From an optimization exercise on the open Yosys and OpenROAD flow, aimed at small area and a short achievable clock period; shortcuts taken in it are not production practice. Where RTL was checked, it was by simulation tests only, not by an equivalence proof against the original. For runs 2 and 5, only the layout was checked, not whether the RTL still works. Power and IR drop assume default switching activity.

<file path="design.v">
package pkt_router_pkg;
  localparam int unsigned DEF_PKT_BITS  = 72;
  localparam int unsigned DEF_KEY_BITS  = 32;
  localparam int unsigned DEF_KEY_LSB   = 8;
  localparam int unsigned DEF_NUM_CHANS = 8;
  localparam int unsigned DEF_NUM_RREGS = 16;
  localparam int unsigned MAX_RREGS = 64;
  localparam int unsigned CNT_DROP   = 0;
  localparam int unsigned CNT_ROUTED = 1;
endpackage
module pkt_router_bitcmp (
  input  logic k,
  input  logic m,
  input  logic rk,
  output logic mism
);
  assign mism = (k & m) ^ rk;
endmodule
module pkt_router_entry
#(
  parameter int unsigned KEY_BITS = pkt_router_pkg::DEF_KEY_BITS
) (
  input  logic [KEY_BITS-1:0] key,
  input  logic [KEY_BITS-1:0] mask,
  input  logic [KEY_BITS-1:0] rkey,
  output logic                hit
);
  logic [KEY_BITS-1:0] mism;
  for (genvar b = 0; b < KEY_BITS; b++) begin : g_bit
    pkt_router_bitcmp u_bit (
      .k   (key[b]),
      .m   (mask[b]),
      .rk  (rkey[b]),
      .mism(mism[b])
    );
  end
  assign hit = ~|mism;
endmodule
module pkt_router_lookup
#(
  parameter int unsigned KEY_BITS  = pkt_router_pkg::DEF_KEY_BITS,
  parameter int unsigned NUM_CHANS = pkt_router_pkg::DEF_NUM_CHANS,
  parameter int unsigned NUM_RREGS = pkt_router_pkg::DEF_NUM_RREGS
) (
  input  logic [KEY_BITS-1:0]            key,
  input  logic [NUM_RREGS*KEY_BITS-1:0]  reg_key,
  input  logic [NUM_RREGS*KEY_BITS-1:0]  reg_mask,
  input  logic [NUM_RREGS*NUM_CHANS-1:0] reg_route,
  output logic [NUM_CHANS-1:0]           route,
  output logic                           route_nz
);
  logic [NUM_RREGS-1:0] hit;
  for (genvar i = 0; i < NUM_RREGS; i++) begin : g_ent
    pkt_router_entry #(
      .KEY_BITS(KEY_BITS)
    ) u_ent (
      .key (key),
      .mask(reg_mask[i*KEY_BITS +: KEY_BITS]),
      .rkey(reg_key[i*KEY_BITS +: KEY_BITS]),
      .hit (hit[i])
    );
  end
  logic [NUM_RREGS*(NUM_CHANS+1)-1:0] payload;
  logic [NUM_CHANS:0]                 sel;
  for (genvar i = 0; i < NUM_RREGS; i++) begin : g_pl
    assign payload[i*(NUM_CHANS+1) +: NUM_CHANS+1] =
      {(reg_route[i*NUM_CHANS +: NUM_CHANS] != '0), reg_route[i*NUM_CHANS +: NUM_CHANS]};
  end
  pkt_router_prio #(
    .N(NUM_RREGS),
    .W(NUM_CHANS + 1)
  ) u_prio (
    .hit    (hit),
    .payload(payload),
    .sel    (sel)
  );
  assign route    = sel[NUM_CHANS-1:0];
  assign route_nz = sel[NUM_CHANS];
endmodule
module pkt_router_prio
#(
  parameter int unsigned N = 16,
  parameter int unsigned W = 9
) (
  input  logic [N-1:0]   hit,
  input  logic [N*W-1:0] payload,
  output logic [W-1:0]   sel
);
  always_comb begin
    sel = '0;
    for (int i = N - 1; i >= 0; i--) begin
      if (hit[i]) sel = payload[i*W +: W];
    end
  end
endmodule
module pkt_router_ctl
#(
  parameter int unsigned NUM_CHANS = pkt_router_pkg::DEF_NUM_CHANS
) (
  input  logic                 reset,
  input  logic                 in_vld,
  input  logic [NUM_CHANS-1:0] out_rdy,
  input  logic                 wc_one,    
  input  logic                 dw_zero,   
  input  logic                 l_vld,
  input  logic [NUM_CHANS-1:0] l_route,
  input  logic                 l_nz,
  input  logic [NUM_CHANS-1:0] out_vld,
  input  logic                 wait_zero,
  output logic                 l_vld_nxt,
  output logic [NUM_CHANS-1:0] out_vld_nxt,
  output logic                 wz_nxt,
  output logic                 rdy,
  output logic                 count,
  output logic [1:0]           cnt_pulse
);
  logic all_free;
  logic dispatch;
  logic blocked;
  logic drop;
  always_comb begin
    all_free = ((l_route & out_vld & ~out_rdy) == '0);
    dispatch = l_vld && l_nz && all_free;
    blocked  = l_vld && !all_free;
    drop     = l_vld && (!l_nz || (blocked && wait_zero));
    rdy      = !l_vld || wait_zero || all_free;
    count    = blocked && !wait_zero;
    cnt_pulse[pkt_router_pkg::CNT_DROP]   = drop && !reset;
    cnt_pulse[pkt_router_pkg::CNT_ROUTED] = dispatch && !reset;
    l_vld_nxt   = !reset && (rdy ? in_vld : l_vld);
    wz_nxt      = count ? wc_one : dw_zero;
    for (int unsigned c = 0; c < NUM_CHANS; c++) begin
      out_vld_nxt[c] = !reset && ((dispatch && l_route[c]) || (out_vld[c] && !out_rdy[c]));
    end
  end
endmodule
module pkt_router_mc
#(
  parameter int unsigned PKT_BITS  = pkt_router_pkg::DEF_PKT_BITS,
  parameter int unsigned KEY_BITS  = pkt_router_pkg::DEF_KEY_BITS,
  parameter int unsigned KEY_LSB   = pkt_router_pkg::DEF_KEY_LSB,
  parameter int unsigned NUM_CHANS = pkt_router_pkg::DEF_NUM_CHANS,
  parameter int unsigned NUM_RREGS = pkt_router_pkg::DEF_NUM_RREGS
) (
  input  logic                           clk,
  input  logic                           reset,
  input  logic [31:0]                    drop_wait_in,
  input  logic [NUM_RREGS*KEY_BITS-1:0]  reg_key_in,
  input  logic [NUM_RREGS*KEY_BITS-1:0]  reg_mask_in,
  input  logic [NUM_RREGS*NUM_CHANS-1:0] reg_route_in,
  input  logic [PKT_BITS-1:0]            pkt_in_data_in,
  input  logic                           pkt_in_vld_in,
  output logic                           pkt_in_rdy_out,
  output logic [NUM_CHANS*PKT_BITS-1:0]  pkt_out_data_out,
  output logic [NUM_CHANS-1:0]           pkt_out_vld_out,
  input  logic [NUM_CHANS-1:0]           pkt_out_rdy_in,
  output logic [1:0]                     rt_cnt_out
);
  logic [NUM_CHANS-1:0]          l_route;
  logic                          l_nz;
  logic                          l_vld;
  logic [NUM_CHANS-1:0]          out_vld;
  logic                          wait_zero;
  logic                          l_vld_p;
  logic [NUM_CHANS-1:0]          out_vld_p;
  logic                          wait_zero_p;
  logic [PKT_BITS-1:0]           l_data;
  logic [31:0]                   wait_cnt;
  logic [NUM_CHANS*PKT_BITS-1:0] out_data;
  logic [NUM_CHANS-1:0] route_lu;
  logic                 route_nz_lu;
  logic                 rdy;
  logic                 count;
  logic                 wc_one;
  logic                 dw_zero;
  logic                 wz_nxt, wz_p_nxt;
  logic                 l_vld_nxt,   l_vld_p_nxt;
  logic [NUM_CHANS-1:0] out_vld_nxt, out_vld_p_nxt;
  logic [NUM_CHANS-1:0] ch_free;
  pkt_router_lookup #(
    .KEY_BITS (KEY_BITS),
    .NUM_CHANS(NUM_CHANS),
    .NUM_RREGS(NUM_RREGS)
  ) u_lookup (
    .key      (pkt_in_data_in[KEY_LSB +: KEY_BITS]),
    .reg_key  (reg_key_in),
    .reg_mask (reg_mask_in),
    .reg_route(reg_route_in),
    .route    (route_lu),
    .route_nz (route_nz_lu)
  );
  pkt_router_ctl #(
    .NUM_CHANS(NUM_CHANS)
  ) u_ctl_int (
    .reset      (reset),
    .in_vld     (pkt_in_vld_in),
    .out_rdy    (pkt_out_rdy_in),
    .wc_one     (wc_one),
    .dw_zero    (dw_zero),
    .l_vld      (l_vld),
    .l_route    (l_route),
    .l_nz       (l_nz),
    .out_vld    (out_vld),
    .wait_zero  (wait_zero),
    .l_vld_nxt  (l_vld_nxt),
    .out_vld_nxt(out_vld_nxt),
    .wz_nxt     (wz_nxt),
    .rdy        (rdy),
    .count      (count),
    .cnt_pulse  ()
  );
  pkt_router_ctl #(
    .NUM_CHANS(NUM_CHANS)
  ) u_ctl_port (
    .reset      (reset),
    .in_vld     (pkt_in_vld_in),
    .out_rdy    (pkt_out_rdy_in),
    .wc_one     (wc_one),
    .dw_zero    (dw_zero),
    .l_vld      (l_vld_p),
    .l_route    (l_route),
    .l_nz       (l_nz),
    .out_vld    (out_vld_p),
    .wait_zero  (wait_zero_p),
    .l_vld_nxt  (l_vld_p_nxt),
    .out_vld_nxt(out_vld_p_nxt),
    .wz_nxt     (wz_p_nxt),
    .rdy        (pkt_in_rdy_out),
    .count      (),
    .cnt_pulse  (rt_cnt_out)
  );
  always_comb begin
    ch_free = ~out_vld | pkt_out_rdy_in;
    wc_one  = (wait_cnt == 32'd1);
    dw_zero = (drop_wait_in == '0);
  end
  assign pkt_out_vld_out  = out_vld;
  assign pkt_out_data_out = out_data;
  always_ff @(posedge clk) begin
    l_vld       <= l_vld_nxt;
    out_vld     <= out_vld_nxt;
    wait_zero   <= wz_nxt;
    l_vld_p     <= l_vld_p_nxt;
    out_vld_p   <= out_vld_p_nxt;
    wait_zero_p <= wz_p_nxt;
    wait_cnt    <= count ? wait_cnt - 32'd1 : drop_wait_in;
    if (rdy) begin
      l_data  <= pkt_in_data_in;
      l_route <= route_lu;
      l_nz    <= route_nz_lu;
    end
    for (int unsigned c = 0; c < NUM_CHANS; c++) begin
      if (ch_free[c]) out_data[c*PKT_BITS +: PKT_BITS] <= l_data;
    end
  end
endmodule
</file>
<file path="flow/run.sh">
#!/bin/bash
# Standard ORFS layout with smaller (buf_1) port buffers, denser pin
# placement with the handshake/control pins kept together, and a lower
# global-routing layer derating. Make output goes to flow_make.log; ORFS
# keeps each step's tool log under orfs/logs.
set -euo pipefail
here=$(pwd)
bash standard.sh \
  'BUFFER_PORTS_ARGS=-buffer_cell sky130_fd_sc_hd__buf_1' \
  'PLACE_PINS_ARGS=-min_distance 1 -min_distance_in_tracks -group_pins {pkt_out_rdy_in[0] pkt_out_rdy_in[1] pkt_out_rdy_in[2] pkt_out_rdy_in[3] pkt_out_rdy_in[4] pkt_out_rdy_in[5] pkt_out_rdy_in[6] pkt_out_rdy_in[7] pkt_in_rdy_out rt_cnt_out[0] rt_cnt_out[1] reset}' \
  "FASTROUTE_TCL=$here/flow/fastroute.tcl" \
  finish > flow_make.log 2>&1
</file>
<file path="flow/fastroute.tcl">
set_global_routing_layer_adjustment $::env(MIN_ROUTING_LAYER)-$::env(MAX_ROUTING_LAYER) 0.1

set_routing_layers -clock $::env(MIN_CLK_ROUTING_LAYER)-$::env(MAX_ROUTING_LAYER)
set_routing_layers -signal $::env(MIN_ROUTING_LAYER)-$::env(MAX_ROUTING_LAYER)
</file>
<file path="standard.sh">
#!/bin/bash
# synth_recipe.tcl (not shown) runs the flow's synth.tcl, then flattens the netlist and writes it again
# the make line also repeats each setting of config.mk as NAME=value (left out here)
make -C /OpenROAD-flow-scripts/flow DESIGN_CONFIG=/design/flow/config.mk WORK_HOME=/design/flow/orfs CLKGATE_MAP_FILE= SYNTH_SCRIPT=/design/flow/synth_recipe.tcl "${@:-finish}"
</file>
<file path="config.mk">
export PLATFORM = sky130hd
export DESIGN_NAME = pkt_router_mc
export DESIGN_NICKNAME = pkt_router_mc
export VERILOG_FILES = /design/flow/design.v
export SDC_FILE = /design/flow/constraint.sdc
export NUM_CORES = 4
export LEC_CHECK = 0
export CAP_MARGIN = 20
export CORE_AREA = 2 2 358 358
export DIE_AREA = 0 0 360 360
export SETUP_SLACK_MARGIN = 2.6
export SLEW_MARGIN = 20
export SYNTH_HIERARCHICAL = 1
export SYNTH_MINIMUM_KEEP_SIZE = 0
</file>
<file path="constraint.sdc">
create_clock -name core_clock -period 6.0 [get_ports {clk}]
set_input_delay 1.2000 -clock core_clock [delete_from_list [all_inputs] [get_ports {clk}]]
set_output_delay 1.2000 -clock core_clock [all_outputs]
set_load 0.01 [all_outputs]
</file>
==> results_dict.tcl, run 1 <==
set metrics [dict create \
    path_cells "clkbuf_8 > buf_6 > nand2_1 > xnor2_1 > nor4_4 > nand4_1 > nor2_2 > nor2b_4 > a22oi_1 > a21oi_1 > nor3_1 > o41ai_1" \
    path_max_fanout 12 \
    syn-num-nets 3689 \
    cp-start-kind "input port" \
    clk_latency_ns 0.65 \
    final.setup.tns_ns 0 \
    grt_overflow 0 \
    cp.required_ns 6.42 \
    synth_warnings 9 \
    final_area_um2 45400 \
    slew_headroom 0.264 \
    grt_pass1_vias 31148 \
    path_buf_inv 2 \
    cts_made_buffers 70 \
    drv_slew 0 \
    placedCellCount 5963 \
    placed_area_um2 41100 \
    multi_input_area_um2 11400 \
    finalCritPeriodShare 0.574 \
    clk_pin_slew_ns 0.06 \
    cts_tree "done" \
    synthCells 2420 \
    crit_path_top_delay_cell "nor4_4" \
    core_um2 126000 \
    groute.usage.overall 0.327 \
    tightestPinTransition_ns 1.10 \
    cts.sinks 709 \
    drc 0 \
    regToRegSetupSlack_ns 3.39 \
    die-height_um 360 \
    numPortBuffers 1853 \
    antenna_found_initial 330 \
    grt_pass1_wl_um 311000 \
    p_leak_uw 0.0150 \
    ir_drop_mv 0.198 \
    num_vias 33377 \
    fmax_ghz 0.290 \
    cts.path.max_buffers 3 \
    initialDrtViolationCount 4589 \
    crit_family "simple AND/OR/NAND/NOR gates" \
    fin_util 0.361 \
    setup_violations 0 \
    fillers 13104 \
    nets 5688 \
    end_kind "flop" \
    finalPower_uw 12100 \
    crit_type "in2reg" \
    rsz0062_at_grt "yes" \
    max_stage_delay_ns 0.42 \
    cts_root_buf "clkbuf_16" \
    gp_congestion 1.10 \
    instances_no_fill 6343 \
    fin_crit_ns 3.44 \
    area.sequential_um2 20800 \
    dp_hpwl_um 213000 \
    timing.max_cap.violations 0 \
    ctsHtreeMaxLevel 3 \
    viasPerCell 5.26 \
    io_pins 1854 \
    dr.pass1.iters 23 \
    dieArea_um2 130000 \
    drtAntennaViolNets 0 \
    syn_area_um2 31500 \
    powerDensity_nw_per_um2 265 \
    hold_path.class "reg2reg" \
    status "complete, no violations" \
    wirelength_um 251000 \
    initial_core_util 0.251 \
    row_count 130 \
    hold_viol 0 \
    area_growth_pct 44.1 \
    syn_area_per_cell_um2 13.0 \
    worstPathArrival_ns 3.87 \
    finClkSkew_ns 0.0268 \
    post_route_cells_drive_above_1_share 0.0903 \
    die_w_um 360 \
    wl_per_cell_um 39.5 \
    grt_max_degree 84 \
]
[through the flow]
stage	setup slack [ns]	hold WS [ns]
final	2.56	0.507
after detailed placement	0.879	0.486
after global placement	0.874	0.483
after global routing	2.57	0.526
after floorplan	2.30	0.463
after CTS	2.58	0.499
[layout make-up]
cell class                 instances  share of cell area
clock buffer                      83              0.0422
sequential                       709               0.457
multi-input combinational       1668               0.250
inverter                          13             0.00116
tap                             1650              0.0454
antenna                          220              0.0121
timing repair buffer            1957               0.182
clock inverter                    43             0.00956
[path summary, 6_finish.rpt]
kind,startpoint,end,cells past startpoint
setup / recovery,pkt_in_data_in[8],l_route[3],12
hold / removal,wait_cnt[31],wait_cnt[31],2
setup reg to reg,wait_cnt[17],wait_cnt[26],4
hold reg to reg,wait_cnt[31],wait_cnt[31],2
[flip-flops by register name (all words and copies together), names as in the netlist]
name	flops
wait_zero_p	1
l_vld_p	1
out_data	576
wait_zero	1
l_data	72
l_route	8
out_vld_p	8
l_vld	1
l_nz	1
wait_cnt	32
out_vld	8
[repair_timing]
action                                  4_1_cts  5_1_grt
pin swaps                                    33       55
endpoints found under the setup margin       12       12
resized for setup                           156      113
buffers inserted                             10       21
hold buffers                                  0        0
gates cloned                                  1        2
[cells in the final DEF, fill, tap and decap left out, types with 18 or more instances in the layout]
cell type	count
nand2_1	536
a31oi_1	21
edfxtp_1	657
a21oi_1	30
nand4_1	44
dfxtp_1	52
diode_2	220
buf_1	1815
nor4_2	54
xnor2_1	516
nor2_1	64
clkbuf_16	79
buf_4	77
nor4_1	111
nor3_1	18
[worst register-to-register path, cell delays in order (launching register included)]
cell and delay [ns]:
dfxtp_1 0.35, nor4_1 0.55, nand4_1 0.65, or4_2 0.81, a31oi_1 0.18
[layer usage]
metal | global-route usage | up-vias | part of all wire
li1 | - | 13153 | -
met1 | 0.343 | 15711 | 0.34
met2 | 0.505 | 3120 | 0.43
met3 | 0.135 | 1253 | 0.12
met4 | 0.293 | 140 | 0.12
met5 | 0 | - | 0.0036
[where the power goes]
part	leakage, uW	switching, uW	internal [uW]	total [uW]
Sequential	0.00741	139	5630	5770
Clock	0.00115	1950	2610	4550
Combinational	0.00648	1100	634	1730
Total	0.0150	3180	8880	12100
==> inputs of run 2 (changes only) <==
--- a/design.v
+++ b/design.v
@@ -35,5 +35,38 @@
     );
   end
-  assign hit = ~|mism;
+  localparam int unsigned LV = $clog2(KEY_BITS);
+  logic [KEY_BITS-1:0] lvl [LV+1];
+  assign lvl[0] = mism;
+  for (genvar l = 0; l < LV; l++) begin : g_lvl
+    for (genvar j = 0; j < (KEY_BITS >> (l + 1)); j++) begin : g_node
+      if (l % 2 == 0) begin : g_nor
+        pkt_router_nor2 u_node (.a(lvl[l][2*j]), .b(lvl[l][2*j+1]), .y(lvl[l+1][j]));
+      end else begin : g_nand
+        pkt_router_nand2 u_node (.a(lvl[l][2*j]), .b(lvl[l][2*j+1]), .y(lvl[l+1][j]));
+      end
+    end
+    if ((KEY_BITS >> (l + 1)) < KEY_BITS) begin : g_pad
+      assign lvl[l+1][KEY_BITS-1:(KEY_BITS >> (l + 1))] = '0;
+    end
+  end
+  if (LV % 2 == 1) begin : g_odd
+    assign hit = lvl[LV][0];
+  end else begin : g_even
+    assign hit = ~lvl[LV][0];
+  end
+endmodule
+module pkt_router_nor2 (
+  input  logic a,
+  input  logic b,
+  output logic y
+);
+  assign y = ~(a | b);
+endmodule
+module pkt_router_nand2 (
+  input  logic a,
+  input  logic b,
+  output logic y
+);
+  assign y = ~(a & b);
 endmodule
 module pkt_router_lookup
@@ -87,10 +120,55 @@
   output logic [W-1:0]   sel
 );
-  always_comb begin
-    sel = '0;
-    for (int i = N - 1; i >= 0; i--) begin
-      if (hit[i]) sel = payload[i*W +: W];
+  localparam int unsigned LV = $clog2(N);
+  logic [W-1:0] r [LV+1][N];
+  logic         f [LV+1][N];
+  for (genvar i = 0; i < N; i++) begin : g_leaf
+    assign f[0][i] = hit[i];
+    for (genvar b = 0; b < W; b++) begin : g_bit
+      pkt_router_nand2 u_and (.a(hit[i]), .b(payload[i*W+b]), .y(r[0][i][b]));
+    end
+  end
+  for (genvar l = 0; l < LV; l++) begin : g_lvl
+    for (genvar j = 0; j < (N >> (l + 1)); j++) begin : g_node
+      if (l % 2 == 0) begin : g_even
+        pkt_router_nor2 u_f (.a(f[l][2*j]), .b(f[l][2*j+1]), .y(f[l+1][j]));
+        for (genvar b = 0; b < W; b++) begin : g_bit
+          pkt_router_oai21 u_r (
+            .a1(r[l][2*j+1][b]), .a2(f[l][2*j]), .b1(r[l][2*j][b]), .y(r[l+1][j][b]));
+        end
+      end else begin : g_odd
+        pkt_router_nand2 u_f (.a(f[l][2*j]), .b(f[l][2*j+1]), .y(f[l+1][j]));
+        for (genvar b = 0; b < W; b++) begin : g_bit
+          pkt_router_aoi21 u_r (
+            .a1(r[l][2*j+1][b]), .a2(f[l][2*j]), .b1(r[l][2*j][b]), .y(r[l+1][j][b]));
+        end
+      end
+    end
+    for (genvar j = (N >> (l + 1)); j < N; j++) begin : g_pad
+      assign f[l+1][j] = 1'b0;
+      assign r[l+1][j] = '0;
     end
   end
+  if (LV % 2 == 0) begin : g_inv
+    assign sel = ~r[LV][0];
+  end else begin : g_pass
+    assign sel = r[LV][0];
+  end
+endmodule
+module pkt_router_oai21 (
+  input  logic a1,
+  input  logic a2,
+  input  logic b1,
+  output logic y
+);
+  assign y = ~((a1 | a2) & b1);
+endmodule
+module pkt_router_aoi21 (
+  input  logic a1,
+  input  logic a2,
+  input  logic b1,
+  output logic y
+);
+  assign y = ~((a1 & a2) | b1);
 endmodule
 module pkt_router_ctl
@@ -115,17 +193,47 @@
   output logic [1:0]           cnt_pulse
 );
-  logic all_free;
-  logic dispatch;
-  logic blocked;
-  logic drop;
+  logic [NUM_CHANS-1:0] x_n;       
+  logic [NUM_CHANS-1:0] blk;       
+  logic [3:0]           free2;     
+  logic [1:0]           some_blk;  
+  logic                 all_free;
+  logic                 dispatch;
+  logic                 blocked;
+  for (genvar c = 0; c < NUM_CHANS; c++) begin : g_blk
+    pkt_router_nand2 u_x (.a(l_route[c]), .b(out_vld[c]), .y(x_n[c]));
+    pkt_router_nor2  u_b (.a(x_n[c]), .b(out_rdy[c]), .y(blk[c]));
+  end
+  for (genvar k = 0; k < 4; k++) begin : g_free2
+    pkt_router_nor2 u_f (.a(blk[2*k]), .b(blk[2*k+1]), .y(free2[k]));
+  end
+  for (genvar k = 0; k < 2; k++) begin : g_some
+    pkt_router_nand2 u_s (.a(free2[2*k]), .b(free2[2*k+1]), .y(some_blk[k]));
+  end
+  logic rdy_en;     
+  logic disp_en_n;  
+  logic zdrop_n;    
+  logic wdrop_en;   
+  logic wdrop_n;    
+  always_comb begin
+    rdy_en    = l_vld && !wait_zero;
+    disp_en_n = !(!reset && l_vld && l_nz);
+    zdrop_n   = !(l_vld && !l_nz);
+    wdrop_en  = l_vld && wait_zero;
+  end
+  pkt_router_oai21 u_rdy (
+    .a1(some_blk[0]), .a2(some_blk[1]), .b1(rdy_en), .y(rdy));
+  pkt_router_nor3 u_disp (
+    .a(some_blk[0]), .b(some_blk[1]), .c(disp_en_n),
+    .y(cnt_pulse[pkt_router_pkg::CNT_ROUTED]));
+  pkt_router_oai21 u_wdrop (
+    .a1(some_blk[0]), .a2(some_blk[1]), .b1(wdrop_en), .y(wdrop_n));
+  pkt_router_aoi21 u_drop (
+    .a1(zdrop_n), .a2(wdrop_n), .b1(reset),
+    .y(cnt_pulse[pkt_router_pkg::CNT_DROP]));
   always_comb begin
-    all_free = ((l_route & out_vld & ~out_rdy) == '0);
+    all_free = !(some_blk[0] || some_blk[1]);
     dispatch = l_vld && l_nz && all_free;
     blocked  = l_vld && !all_free;
-    drop     = l_vld && (!l_nz || (blocked && wait_zero));
-    rdy      = !l_vld || wait_zero || all_free;
     count    = blocked && !wait_zero;
-    cnt_pulse[pkt_router_pkg::CNT_DROP]   = drop && !reset;
-    cnt_pulse[pkt_router_pkg::CNT_ROUTED] = dispatch && !reset;
     l_vld_nxt   = !reset && (rdy ? in_vld : l_vld);
     wz_nxt      = count ? wc_one : dw_zero;
@@ -255,2 +363,10 @@
   end
 endmodule
+module pkt_router_nor3 (
+  input  logic a,
+  input  logic b,
+  input  logic c,
+  output logic y
+);
+  assign y = ~(a | b | c);
+endmodule
==> flow/run.sh (replaced) <==
#!/bin/bash
# Standard ORFS layout with:
#  - buf_1 port buffers (every port still gets its own buffer),
#  - denser pin placement, with the handshake/control pins kept together
#    and the clock pin alone in the middle of the left edge (io_pre.tcl),
#  - a lower global-routing layer derating (fastroute.tcl),
#  - a clock tree of clkbuf_8 over sink clusters of at most 15 flops within
#    50 um, without dummy loads.
# Make output goes to flow_make.log; ORFS keeps each step's tool log under
# orfs/logs.
set -euo pipefail
here=$(pwd)
bash standard.sh \
  'BUFFER_PORTS_ARGS=-buffer_cell sky130_fd_sc_hd__buf_1' \
  'PLACE_PINS_ARGS=-min_distance 1 -min_distance_in_tracks -exclude left:175-185 -group_pins {pkt_out_rdy_in[0] pkt_out_rdy_in[1] pkt_out_rdy_in[2] pkt_out_rdy_in[3] pkt_out_rdy_in[4] pkt_out_rdy_in[5] pkt_out_rdy_in[6] pkt_out_rdy_in[7] pkt_in_rdy_out rt_cnt_out[0] rt_cnt_out[1] reset}' \
  "FASTROUTE_TCL=$here/flow/fastroute.tcl" \
  "PRE_IO_PLACEMENT_TCL=$here/flow/io_pre.tcl" \
  'CTS_ARGS=-sink_clustering_enable -repair_clock_nets -dont_use_dummy_load -sink_clustering_size 15 -sink_clustering_max_diameter 50 -buf_list {sky130_fd_sc_hd__clkbuf_8}' \
  finish > flow_make.log 2>&1
==> flow/io_pre.tcl (new file) <==
# Place the clock pin by hand in the middle of the left edge, on met3 (a
# clock routing layer, so its wire needs no via stack at the pin), and keep
# every other pin at least 5 um away from it (-exclude in PLACE_PINS_ARGS):
# with neighbouring pins on adjacent tracks the router cannot clear the
# clock wire's spacing.
place_pin -pin_name clk -layer met3 -location {0 179.86} -pin_size {0.8 0.3} -force_to_die_boundary
--- a/config.mk
+++ b/config.mk
@@ -9,5 +9,5 @@
 export CORE_AREA = 2 2 358 358
 export DIE_AREA = 0 0 360 360
-export SETUP_SLACK_MARGIN = 2.6
+export SETUP_SLACK_MARGIN = 3.1
 export SLEW_MARGIN = 20
 export SYNTH_HIERARCHICAL = 1
==> run 2 against run 1 <==
  * Clock-buffer cell count shrank 3
  * Final cell count up 6.4%
  * Sequential power about the same
  * Total power shrank 15%
  * Global-route usage fell by 3.0 points
  * Utilization shrank 0.50 points
  * Register-to-register slack better by 0.19 ns
  * Clock power decreased by 38%
  * Cell area decreased by 1.4%
  * Critical path depth fell by 5
  * Area after synthesis up 3.3%
  * Fmax is 5.5% higher
==> results_dict.tcl, run 2 <==
set metrics [dict create \
    status "complete, no violations" \
    grt_pass1_vias 31339 \
    swShare 0.271 \
    wirelength_um 228000 \
    top_register "out_data" \
    wl_per_cell_um 33.8 \
    end_kind "output port" \
    dieArea_um2 130000 \
    fillers 13244 \
    worstPathArrival_ns 2.07 \
    hold_viol 0 \
    cts_root_buf "clkbuf_8" \
    synth_warnings 13 \
    slew_headroom 0.417 \
    finClkSkew_ns 0.0795 \
    clk_pin_slew_ns 0.04 \
    clk_latency_ns 0.79 \
    fmax_ghz 0.306 \
    syn_area_um2 32600 \
    final.setup.tns_ns 0 \
    tightestPinTransition_ns 0.875 \
    post_route_cells_drive_above_1_share 0.0780 \
    syn_area_per_cell_um2 11.4 \
    core_um2 126000 \
    timing.hold.ws_ns 0.502 \
    path_cells "buf_2 > nor2_1 > nor2_1 > nand2_2 > o21ai_2 > a21oi_2 > buf_6" \
    cts.sinks 709 \
    p_leak_uw 0.0150 \
    cp.required_ns 4.80 \
    power_frac_comb 0.158 \
    dp_hpwl_um 192000 \
    p_clk_frac 0.276 \
    cp-start-kind "input port" \
    multi_input_area_um2 12200 \
    cts_tree "done" \
    ctsHtreeMaxLevel 3 \
    rsz0062_at_grt "yes" \
    largest_reg_flops 576 \
    gp_congestion 1.13 \
    antenna_found_initial 279 \
    cts-hold-fix-buffers 0 \
    p_sw_uw 2760 \
    path_max_fanout 5 \
    seqPwrFrac 0.566 \
    grt_max_degree 63 \
    powerDensity_nw_per_um2 228 \
    drc 0 \
    area.sequential_um2 20800 \
    drtAntennaViolNets 0 \
    num_vias 34171 \
    groute.usage.overall 0.297 \
    setup_violations 0 \
    timing.max_cap.violations 0 \
    nets 6145 \
    final_area_um2 44800 \
    crit_type "in2out" \
    crit_path_frequent_cell "nor2_1" \
    finalCritPeriodShare 0.544 \
    drv_slew 0 \
    grt_overflow 0 \
    initialDrtViolationCount 4583 \
    dr.pass1.iters 10 \
    numPortBuffers 1853 \
    finalPower_uw 10200 \
    placed_area_um2 42100 \
    initial_core_util 0.259 \
    crit_path_top_delay_cell "nor2_1" \
    syn-num-nets 4129 \
    layout_common_cells "1814 x buf_1, 832 x nand2_1, 657 x edfxtp_1" \
    fin_crit_ns 3.27 \
    layout_commonest_cell "buf_1" \
    viasPerCell 5.06 \
    row_count 130 \
    cts.path.max_buffers 3 \
    io_pins 1853 \
    max_stage_delay_ns 0.17 \
    area_growth_pct 37.6 \
    die_w_um 360 \
    die-height_um 360 \
    ir_drop_mv 0.151 \
    grt_pass1_wl_um 286000 \
    cts_made_buffers 80 \
    synthCells 2860 \
    hold_path.class "reg2reg" \
    largest_registers "out_data (576), l_data (72), wait_cnt (32)" \
    intPower_uw 7430 \
    fin_util 0.356 \
]
run 2: cell type report:
type,count,share of cell area
antenna,225,0.0126
sequential,709,0.464
clock buffer,80,0.0246
timing repair buffer,1943,0.180
tap,1650,0.0461
multi-input combinational,2130,0.272
inverter,12,0.00101
run 2: timing repair:
action,in CTS,in global routing
cloned,2,3
setup endpoints to repair,13,15
gates resized for setup,144,84
buffers inserted,27,13
pin swaps,21,18
run 2: layer usage:
layer | track usage | routed length (um) | up-vias
met5 | 0 | 481 | -
met2 | 0.459 | 100000 | 3113
met4 | 0.301 | 27200 | 74
li1 | - | - | 13983
met1 | 0.313 | 76700 | 15914
met3 | 0.0971 | 23900 | 1087
run 2: critical path, delay by kind of cell:
family,cells,cell delay [ns]
simple gates,3,0.39
buf+inv,2,0.26
compound gates,2,0.22
run 2: power groups by stage:
stage	Combinational [uW]	Sequential, uW	Clock (uW)
finish	1610	5770	2810
global route	1680	5790	3030
CTS	1560	5770	2870
detailed placement	1530	5870	0
global placement	1540	5860	0
floorplan	525	5950	0
run 2: path summary, 6_finish.rpt:
path                      from       endpoint  slack, ns  cells past startpoint
min               wait_cnt[22]   wait_cnt[22]       0.50                      2
max          pkt_out_rdy_in[6]  rt_cnt_out[0]       2.73                      7
max reg2reg        wait_cnt[6]   wait_cnt[31]       3.58                      4
min reg2reg       wait_cnt[22]   wait_cnt[22]       0.50                      2
run 2: metrics by stage:
step           setup WS, ns  instances
6_report               2.73       6749
4_1_cts                2.70       6508
3_3_place_gp          0.989       6397
2_1_floorplan          2.71       2860
3_5_place_dp          0.984       6399
5_1_grt                2.70       6701
==> inputs of run 3 (changes only) <==
--- a/design.v
+++ b/design.v
@@ -35,5 +35,6 @@
     );
   end
-  localparam int unsigned LV = $clog2(KEY_BITS);
+  localparam int unsigned LV = (KEY_BITS > 32) ? 6 : (KEY_BITS > 16) ? 5 : (KEY_BITS > 8) ? 4 :
+                               (KEY_BITS > 4) ? 3 : (KEY_BITS > 2) ? 2 : 1;
   logic [KEY_BITS-1:0] lvl [LV+1];
   assign lvl[0] = mism;
@@ -120,5 +121,6 @@
   output logic [W-1:0]   sel
 );
-  localparam int unsigned LV = $clog2(N);
+  localparam int unsigned LV = (N > 32) ? 6 : (N > 16) ? 5 : (N > 8) ? 4 :
+                               (N > 4) ? 3 : (N > 2) ? 2 : 1;
   logic [W-1:0] r [LV+1][N];
   logic         f [LV+1][N];
--- a/config.mk
+++ b/config.mk
@@ -9,5 +9,5 @@
 export CORE_AREA = 2 2 358 358
 export DIE_AREA = 0 0 360 360
-export SETUP_SLACK_MARGIN = 3.1
+export SETUP_SLACK_MARGIN = 2.85
 export SLEW_MARGIN = 20
 export SYNTH_HIERARCHICAL = 1
==> run 3 against run 2 <==
  * Critical endpoint unchanged
  * Utilization shrank 0.33 points
  * Final cell count shrank 0.15%
  * Setup slack gained 0.043 ns
  * Still clean
  * Register-to-register slack got worse by 0.37 ns
  * Clock power barely moved
  * Flip-flop and latch count did not move
  * Largest power group unchanged
==> results_dict.tcl, run 3 <==
set metrics [dict create \
    tightestPinTransition_ns 0.967 \
    largest_registers "out_data (576), l_data (72), wait_cnt (32)" \
    powerDensity_nw_per_um2 229 \
    dieArea_um2 130000 \
    grt_pass1_vias 31413 \
    timing.hold.ws_ns 0.500 \
    hold_viol 0 \
    layout_commonest_cell "buf_1" \
    worstPathArrival_ns 2.02 \
    top_register "out_data" \
    cts_root_buf "clkbuf_8" \
    rr_endpoint "l_data[21]" \
    crit_cells 7 \
    fin_crit_ns 3.22 \
    post_route_cells_drive_above_1_share 0.0699 \
    crit_path_top_delay_cell "a21oi_2" \
    grt_max_degree 67 \
    reg2regPathDepth 7 \
    path_cells "buf_4 > nor2_4 > nor2_2 > nand2_2 > o21ai_2 > a21oi_2 > buf_6" \
    syn_area_per_cell_um2 11.4 \
    clk_latency_ns 0.80 \
    drv_slew 0 \
    slew_headroom 0.353 \
    dpl_worst_slack_ns 1.11 \
    max_stage_delay_ns 0.17 \
    wirelength_um 226000 \
    initialDrtViolationCount 4425 \
    ctsHtreeMaxLevel 3 \
    drc 0 \
    syn_area_um2 32600 \
    cts.path.max_buffers 3 \
    cts.sinks 709 \
    cp-startpoint "pkt_out_rdy_in[1]" \
    crit_type "in2out" \
    placedCellCount 6408 \
    rsz0062_at_grt "yes" \
    fmax_ghz 0.310 \
    end_kind "output port" \
    final.setup.tns_ns 0 \
    timing.max_cap.violations 0 \
    io_pins 1853 \
    finClkSkew_ns 0.123 \
    largest_reg_flops 576 \
    antenna_found_initial 264 \
    dr.pass1.iters 7 \
    layout_common_cells "1818 x buf_1, 845 x nand2_1, 657 x edfxtp_1" \
    p_leak_uw 0.0149 \
    area_growth_pct 36.3 \
    fin_ws_ns 2.78 \
    path_max_fanout 5 \
    drtAntennaViolNets 0 \
    synth_warnings 13 \
    row_count 130 \
    grt_pass1_wl_um 284000 \
    crit_end "rt_cnt_out[0]" \
    cp-start-kind "input port" \
    reg2reg_from "l_route[0]" \
    hold_path.class "reg2reg" \
    ir_drop_mv 0.137 \
    wl_per_cell_um 33.5 \
    syn-num-nets 4129 \
    grt_overflow 0 \
    status "complete, no violations" \
    viasPerCell 5.05 \
    cp.required_ns 4.80 \
    finalCritPeriodShare 0.537 \
    gp_congestion 1.10 \
    crit_family "buffers and inverters" \
    nets 6138 \
    setup_violations 0 \
    clk_pin_slew_ns 0.07 \
    regToRegSetupSlack_ns 3.21 \
    core_um2 126000 \
    cts_made_buffers 82 \
    initial_core_util 0.259 \
    path_buf_inv 2 \
    synthCells 2860 \
    die_w_um 360 \
    instances_no_fill 6739 \
    cts_tree "done" \
    dp_hpwl_um 192000 \
    numPortBuffers 1853 \
    die-height_um 360 \
    groute.usage.overall 0.294 \
    num_vias 34021 \
    cts-hold-fix-buffers 0 \
]
## run 3: area by class of cell
class | instances | area [um2]
flip-flops and latches | 709 | 20800
well taps | 1650 | 2060
clock buffers | 82 | 1130
diodes | 222 | 556
multi-input cells | 2126 | 12000
inverters | 12 | 45.0
fillers | 13370 | 81400
repair buffers | 1938 | 7830
## run 3: how the worst min path moves through the flow
stage	from	endpoint	slack, ns	depth (start not counted)
CTS	pkt_in_data_in[55]	l_data[55]	0.48	1
global route	pkt_in_data_in[48]	l_data[48]	0.51	1
detailed placement	wait_cnt[31]	wait_cnt[31]	0.49	2
floorplan	wait_cnt[31]	wait_cnt[31]	0.46	2
finish	wait_cnt[31]	wait_cnt[31]	0.50	2
global placement	wait_cnt[27]	wait_cnt[27]	0.48	2
## run 3: metrics by stage
step                      total power, uW   util  instance area, um2
after CTS                           10200  0.346               43500
after global placement               7390  0.334               42000
after detailed placement             7400  0.334               42000
final                               10200  0.353               44400
after global routing                10500  0.352               44300
after floorplan                      6470      -               32600
## run 3: power by group
part           total, uW  switching [uW]  internal (uW)
clock network       2820            1620           1200
logic               1590             979            612
registers           5760             130           5630
## run 3: per-layer routing
| metal | track usage | routed length (um) | vias to the layer above |
|---|---|---|---|
| met5 | 0 | 443 | - |
| met4 | 0.297 | 27400 | 66 |
| met3 | 0.0928 | 23600 | 1079 |
| met2 | 0.460 | 99400 | 3025 |
| met1 | 0.309 | 75300 | 15892 |
| li1 | - | - | 13959 |
## run 3: worst reg2reg max path: stages, from the launching register on
cell and delay, ns:
edfxtp_1 0.47, buf_4 0.18, nand2_1 0.07, nor2_2 0.03, nor2_1 0.15, nand2_2 0.14, o21ai_4 0.79, buf_12 0.52
## run 3: timing repair
item	4_1_cts	5_1_grt
setup buffers	11	15
gates resized for setup	109	54
gates cloned	1	0
endpoints found under the setup margin	12	12
pin swaps	12	13
==> inputs of run 4 (changes only) <==
--- a/config.mk
+++ b/config.mk
@@ -9,5 +9,5 @@
 export CORE_AREA = 2 2 358 358
 export DIE_AREA = 0 0 360 360
-export SETUP_SLACK_MARGIN = 2.85
+export SETUP_SLACK_MARGIN = 3.1
 export SLEW_MARGIN = 20
 export SYNTH_HIERARCHICAL = 1
==> run 4 against run 3 <==
  * Area after synthesis unchanged
  * Combinational power about the same
  * Critical path depth unchanged
  * Clock-buffer cell count shrank 2
  * Utilization is 0.33 points higher
  * Global-route usage increased by 0.25 points
  * Sequential share of layout area down 0.43 points
  * Critical path type unchanged
  * Critical endpoint unchanged
  * Largest cell class unchanged
==> results_dict.tcl, run 4 <==
set metrics [dict create \
    status "complete, no violations" \
    synth_warnings 13 \
    layout_commonest_cell "buf_1" \
    dr.pass1.iters 10 \
    final_area_um2 44800 \
    syn_area_um2 32600 \
    area_growth_pct 37.6 \
    path_max_fanout 5 \
    rr_endpoint "wait_cnt[31]" \
    cts-hold-fix-buffers 0 \
    slew_headroom 0.417 \
    cts.path.max_buffers 3 \
    io_pins 1853 \
    cts_tree "done" \
    largest_reg_flops 576 \
    p_leak_uw 0.0150 \
    post_route_cells_drive_above_1_share 0.0780 \
    ir_drop_mv 0.151 \
    die-height_um 360 \
    initialDrtViolationCount 4583 \
    dpl_worst_slack_ns 0.984 \
    grt_overflow 0 \
    clk_latency_ns 0.79 \
    powerDensity_nw_per_um2 228 \
    wirelength_um 228000 \
    dp_hpwl_um 192000 \
    cts_root_buf "clkbuf_8" \
    synthCells 2860 \
    multi_input_area_um2 12200 \
    fin_util 0.356 \
    cp.required_ns 4.80 \
    regToRegSetupSlack_ns 3.58 \
    antenna_found_initial 279 \
    viasPerCell 5.06 \
    grt_pass1_vias 31339 \
    top_register "out_data" \
    fin_ws_ns 2.73 \
    clk_pin_slew_ns 0.04 \
    nets 6145 \
    groute.usage.overall 0.297 \
    finalCritPeriodShare 0.544 \
    cp-start-kind "input port" \
    die_w_um 360 \
    wl_per_cell_um 33.8 \
    worstPathArrival_ns 2.07 \
    dieArea_um2 130000 \
    num_vias 34171 \
    reg2reg_from "wait_cnt[6]" \
    fillers 13244 \
    drc 0 \
    crit_type "in2out" \
    min_to "wait_cnt[22]" \
    fin_crit_ns 3.27 \
    grt_max_degree 63 \
    grt_pass1_wl_um 286000 \
    setup_violations 0 \
    hold_viol 0 \
    core_um2 126000 \
    ctsHtreeMaxLevel 3 \
    initial_core_util 0.259 \
    row_count 130 \
    drv_slew 0 \
    timing.max_cap.violations 0 \
    syn-num-nets 4129 \
    numPortBuffers 1853 \
    gp_congestion 1.13 \
    hold_path.class "reg2reg" \
    area.sequential_um2 20800 \
    reg2regPathDepth 4 \
    end_kind "output port" \
    finalPower_uw 10200 \
    fmax_ghz 0.306 \
    largest_registers "out_data (576), l_data (72), wait_cnt (32)" \
    syn_area_per_cell_um2 11.4 \
    placed_area_um2 42100 \
    hp-start "wait_cnt[22]" \
    hold_depth 2 \
    cts_made_buffers 80 \
    rsz0062_at_grt "yes" \
    cts.sinks 709 \
    layout_common_cells "1814 x buf_1, 832 x nand2_1, 657 x edfxtp_1" \
    finClkSkew_ns 0.0795 \
    drtAntennaViolNets 0 \
    final.setup.tns_ns 0 \
    tightestPinTransition_ns 0.875 \
]
==> run 4: worst max path at each step <==
stage / to / from / cells past startpoint
floorplan: l_vld / pkt_out_rdy_in[2] / 6
global placement: l_route[0] / pkt_in_data_in[37] / 13
detailed placement: l_route[0] / pkt_in_data_in[36] / 13
CTS: rt_cnt_out[0] / l_route[5] / 7
global route: rt_cnt_out[0] / l_route[6] / 7
finish: rt_cnt_out[0] / pkt_out_rdy_in[6] / 7
==> run 4: layout make-up <==
class                   instances  area share
diodes                        225      0.0126
clock buffers                  80      0.0246
inverters                      12     0.00101
multi-input cells            2130       0.272
flip-flops and latches        709       0.464
well taps                    1650      0.0461
repair buffers               1943       0.180
==> run 4: timing repair <==
action | 4_1_cts | 5_1_grt
setup buffers | 27 | 13
pin swaps | 21 | 18
resized for setup | 144 | 84
setup endpoints to repair | 13 | 15
cloned | 2 | 3
==> run 4: layer usage <==
| layer | up-vias | track usage | part of all wire |
|---|---|---|---|
| li1 | 13983 | - | - |
| met1 | 15914 | 0.313 | 0.34 |
| met2 | 3113 | 0.459 | 0.44 |
| met3 | 1087 | 0.0971 | 0.10 |
| met4 | 74 | 0.301 | 0.12 |
| met5 | - | 0 | 0.0021 |
==> run 4: where the power goes <==
group | switching (uW) | internal [uW]
logic | 992 | 621
registers | 135 | 5630
clock network | 1640 | 1180
total | 2760 | 7430
==> run 4: through the flow <==
step,hold slack [ns],cells
2_1_floorplan,0.463,2860
3_3_place_gp,0.484,6397
6_report,0.502,6749
5_1_grt,0.526,6701
4_1_cts,0.501,6508
3_5_place_dp,0.486,6399
==> run 4: critical path, cell delays in order <==
cell and delay, ns:
buf_2 0.12, nor2_1 0.06, nor2_1 0.17, nand2_2 0.16, o21ai_2 0.15, a21oi_2 0.07
buf_6 0.14
==> inputs of run 5 (changes only) <==
--- a/design.v
+++ b/design.v
@@ -199,4 +199,5 @@
   logic [3:0]           free2;     
   logic [1:0]           some_blk;  
+  logic [1:0]           some_blk_i;
   logic                 all_free;
   logic                 dispatch;
@@ -211,15 +212,15 @@
   for (genvar k = 0; k < 2; k++) begin : g_some
     pkt_router_nand2 u_s (.a(free2[2*k]), .b(free2[2*k+1]), .y(some_blk[k]));
+    pkt_router_nand2 u_si (.a(free2[2*k]), .b(free2[2*k+1]), .y(some_blk_i[k]));
   end
   logic rdy_en;     
   logic disp_en_n;  
-  logic zdrop_n;    
+  logic zdrop;      
   logic wdrop_en;   
-  logic wdrop_n;    
   always_comb begin
     rdy_en    = l_vld && !wait_zero;
     disp_en_n = !(!reset && l_vld && l_nz);
-    zdrop_n   = !(l_vld && !l_nz);
-    wdrop_en  = l_vld && wait_zero;
+    zdrop     = !reset && l_vld && !l_nz;
+    wdrop_en  = !reset && l_vld && wait_zero;
   end
   pkt_router_oai21 u_rdy (
@@ -228,11 +229,9 @@
     .a(some_blk[0]), .b(some_blk[1]), .c(disp_en_n),
     .y(cnt_pulse[pkt_router_pkg::CNT_ROUTED]));
-  pkt_router_oai21 u_wdrop (
-    .a1(some_blk[0]), .a2(some_blk[1]), .b1(wdrop_en), .y(wdrop_n));
-  pkt_router_aoi21 u_drop (
-    .a1(zdrop_n), .a2(wdrop_n), .b1(reset),
-    .y(cnt_pulse[pkt_router_pkg::CNT_DROP]));
+  pkt_router_ao221 u_drop (
+    .a1(wdrop_en), .a2(some_blk[0]), .b1(wdrop_en), .b2(some_blk[1]), .c1(zdrop),
+    .x(cnt_pulse[pkt_router_pkg::CNT_DROP]));
   always_comb begin
-    all_free = !(some_blk[0] || some_blk[1]);
+    all_free = !(some_blk_i[0] || some_blk_i[1]);
     dispatch = l_vld && l_nz && all_free;
     blocked  = l_vld && !all_free;
@@ -365,4 +364,14 @@
   end
 endmodule
+module pkt_router_ao221 (
+  input  logic a1,
+  input  logic a2,
+  input  logic b1,
+  input  logic b2,
+  input  logic c1,
+  output logic x
+);
+  assign x = (a1 & a2) | (b1 & b2) | c1;
+endmodule
 module pkt_router_nor3 (
   input  logic a,
==> run 5 against run 4 <==
  * Highest routed layer unchanged
  * Register-to-register slack got worse by 0.36 ns
  * Worst hold slack improved by 0.0023 ns
  * Still clean on timing, DRC and antenna
  * Synthesized cell count rose by 0.10%
  * Clock-buffer cell count fell by 3
==> results_dict.tcl, run 5 <==
set metrics [dict create \
    status "complete, no violations" \
    nets 6153 \
    fmax_ghz 0.301 \
    drtAntennaViolNets 0 \
    finClkSkew_ns 0.0686 \
    largest_reg_flops 576 \
    die-height_um 360 \
    finalCritPeriodShare 0.555 \
    initialDrtViolationCount 4522 \
    finalPower_uw 10200 \
    powerDensity_nw_per_um2 227 \
    rr_endpoint "l_data[26]" \
    top_register "out_data" \
    syn_area_per_cell_um2 11.4 \
    p_leak_uw 0.0151 \
    cts.path.max_buffers 3 \
    viasPerCell 5.07 \
    ctsHtreeMaxLevel 3 \
    ir_drop_mv 0.143 \
    largest_registers "out_data (576), l_data (72), wait_cnt (32)" \
    gp_congestion 1.10 \
    reg2regPathDepth 7 \
    final.setup.tns_ns 0 \
    dp_hpwl_um 192000 \
    timing.max_cap.violations 0 \
    synth_warnings 15 \
    end_kind "output port" \
    drv_slew 0 \
    core_um2 126000 \
    grt_pass1_vias 31209 \
    groute.usage.overall 0.297 \
    dieArea_um2 130000 \
    clk_pin_slew_ns 0.09 \
    layout_common_cells "1810 x buf_1, 830 x nand2_1, 657 x edfxtp_1" \
    post_route_cells_drive_above_1_share 0.0809 \
    tightestPinTransition_ns 1.07 \
    numPortBuffers 1853 \
    setup_violations 0 \
    syn_area_um2 32600 \
    worstPathArrival_ns 2.13 \
    fin_crit_ns 3.33 \
    cts_tree "done" \
    initial_core_util 0.259 \
    crit_end "rt_cnt_out[0]" \
    rsz0062_at_grt "yes" \
    io_pins 1853 \
    dr.pass1.iters 7 \
    grt_pass1_wl_um 287000 \
    cp.required_ns 4.80 \
    area_growth_pct 37.7 \
    reg2reg_from "l_route[2]" \
    wl_per_cell_um 33.9 \
    hold_path.class "reg2reg" \
    hold_viol 0 \
    slew_headroom 0.286 \
    clk_latency_ns 0.77 \
    antenna_found_initial 278 \
    crit_type "in2out" \
    drc 0 \
    grt_overflow 0 \
    cts_made_buffers 77 \
    grt_max_degree 72 \
    cp-startpoint "pkt_out_rdy_in[4]" \
    path_max_fanout 5 \
    synthCells 2863 \
    wirelength_um 229000 \
    die_w_um 360 \
    cts_root_buf "clkbuf_8" \
    syn-num-nets 4132 \
    cts.sinks 709 \
    num_vias 34177 \
    row_count 130 \
    layout_commonest_cell "buf_1" \
    cp-start-kind "input port" \
    regToRegSetupSlack_ns 3.22 \
]
-- run 5: final cells by class --
type | instances | area [um2]
sequential | 709 | 20800
fill | 13297 | 80900
inverter | 12 | 45.0
antenna | 209 | 523
tap | 1650 | 2060
multi-input combinational | 2133 | 12200
clock buffer | 77 | 1060
timing repair buffer | 1951 | 8160
-- run 5: power by group --
group | switching [uW] | internal [uW]
registers | 129 | 5630
clock network | 1660 | 1140
logic | 991 | 625
total | 2780 | 7390
-- run 5: per-layer routing --
metal / track usage / wire, um
met5: 0 / 415
met3: 0.101 / 23300
met4: 0.263 / 25600
met1: 0.315 / 78100
met2: 0.475 / 101000
-- run 5: worst max-delay path, stage by stage --
cell and delay [ns]:
buf_4 0.11, nor2_1 0.05, nor2_2 0.15, nand2_2 0.12
a221o_1 0.35, buf_6 0.14
-- run 5: stage by stage --
stage	hold slack (ns)	utilization	instances	setup slack, ns	area, um2
final	0.505	0.357	6741	2.67	44900
after global routing	0.522	0.356	6705	2.65	44800
after CTS	0.501	0.349	6509	2.65	43800
after detailed placement	0.486	0.334	6400	1.21	42100
after global placement	0.481	0.334	6400	1.24	42100
after floorplan	0.463	-	2863	2.74	32700
-- run 5: how the worst min path moves through the flow --
| stage | start | endpoint | slack (ns) | cells after the start |
|---|---|---|---|---|
| 2_1_floorplan | wait_cnt[31] | wait_cnt[31] | 0.46 | 2 |
| 3_3_place_gp | wait_cnt[27] | wait_cnt[27] | 0.48 | 2 |
| 3_5_place_dp | wait_cnt[30] | wait_cnt[30] | 0.49 | 2 |
| 4_1_cts | pkt_in_data_in[45] | l_data[45] | 0.50 | 1 |
| 5_1_grt | wait_cnt[30] | wait_cnt[30] | 0.52 | 2 |
| 6_report | wait_cnt[30] | wait_cnt[30] | 0.50 | 2 |
-- run 5: what timing repair did --
action                                  in CTS  in global routing
endpoints found under the setup margin      13                 12
cloned                                       0                  6
hold buffers                                 0                  0
pin swaps                                   23                 24
gates resized for setup                    160                 84
buffers inserted                            32                 17

afterwards: timing with drivers on the ports:
The results above use ideal ports. As a check the final layouts listed here were re-extracted and re-timed, cells and wires unchanged. Step 1, drivers: a clkbuf_16 drives clk and a buf_2 each remaining input, both assumed. Step 2 adds t to the input delays and takes it off the output delays; t is the mean of the earliest and latest rising clock arrival at the registers after step 1. Input paths then give back, and output paths get back, about the clock's delay inside the block. a / b / c = no drivers / after step 1 / after step 2; a / b = the first two.
run	t, ns	slack for setup (ns)	hold WS [ns]	worst slew at a driven data input, ns
run 1	0.694	2.555 / 2.508 / 1.876	0.507 / 0.507 / 0.507	0.25
run 2	0.791	2.734 / 2.597 / 2.252	0.502 / 0.502 / 0.502	0.27
run 3	0.793	2.777 / 2.696 / 1.991	0.500 / 0.500 / 0.500	0.27
run 4	0.791	2.734 / 2.597 / 2.252	0.502 / 0.502 / 0.502	0.27
run 5	0.788	2.672 / 2.543 / 2.319	0.505 / 0.505 / 0.505	0.29
After both steps every run listed still meets setup and hold. The setup slack of run 3, which loses most, moves by -0.081 ns with the drivers and by -0.786 ns with both steps.
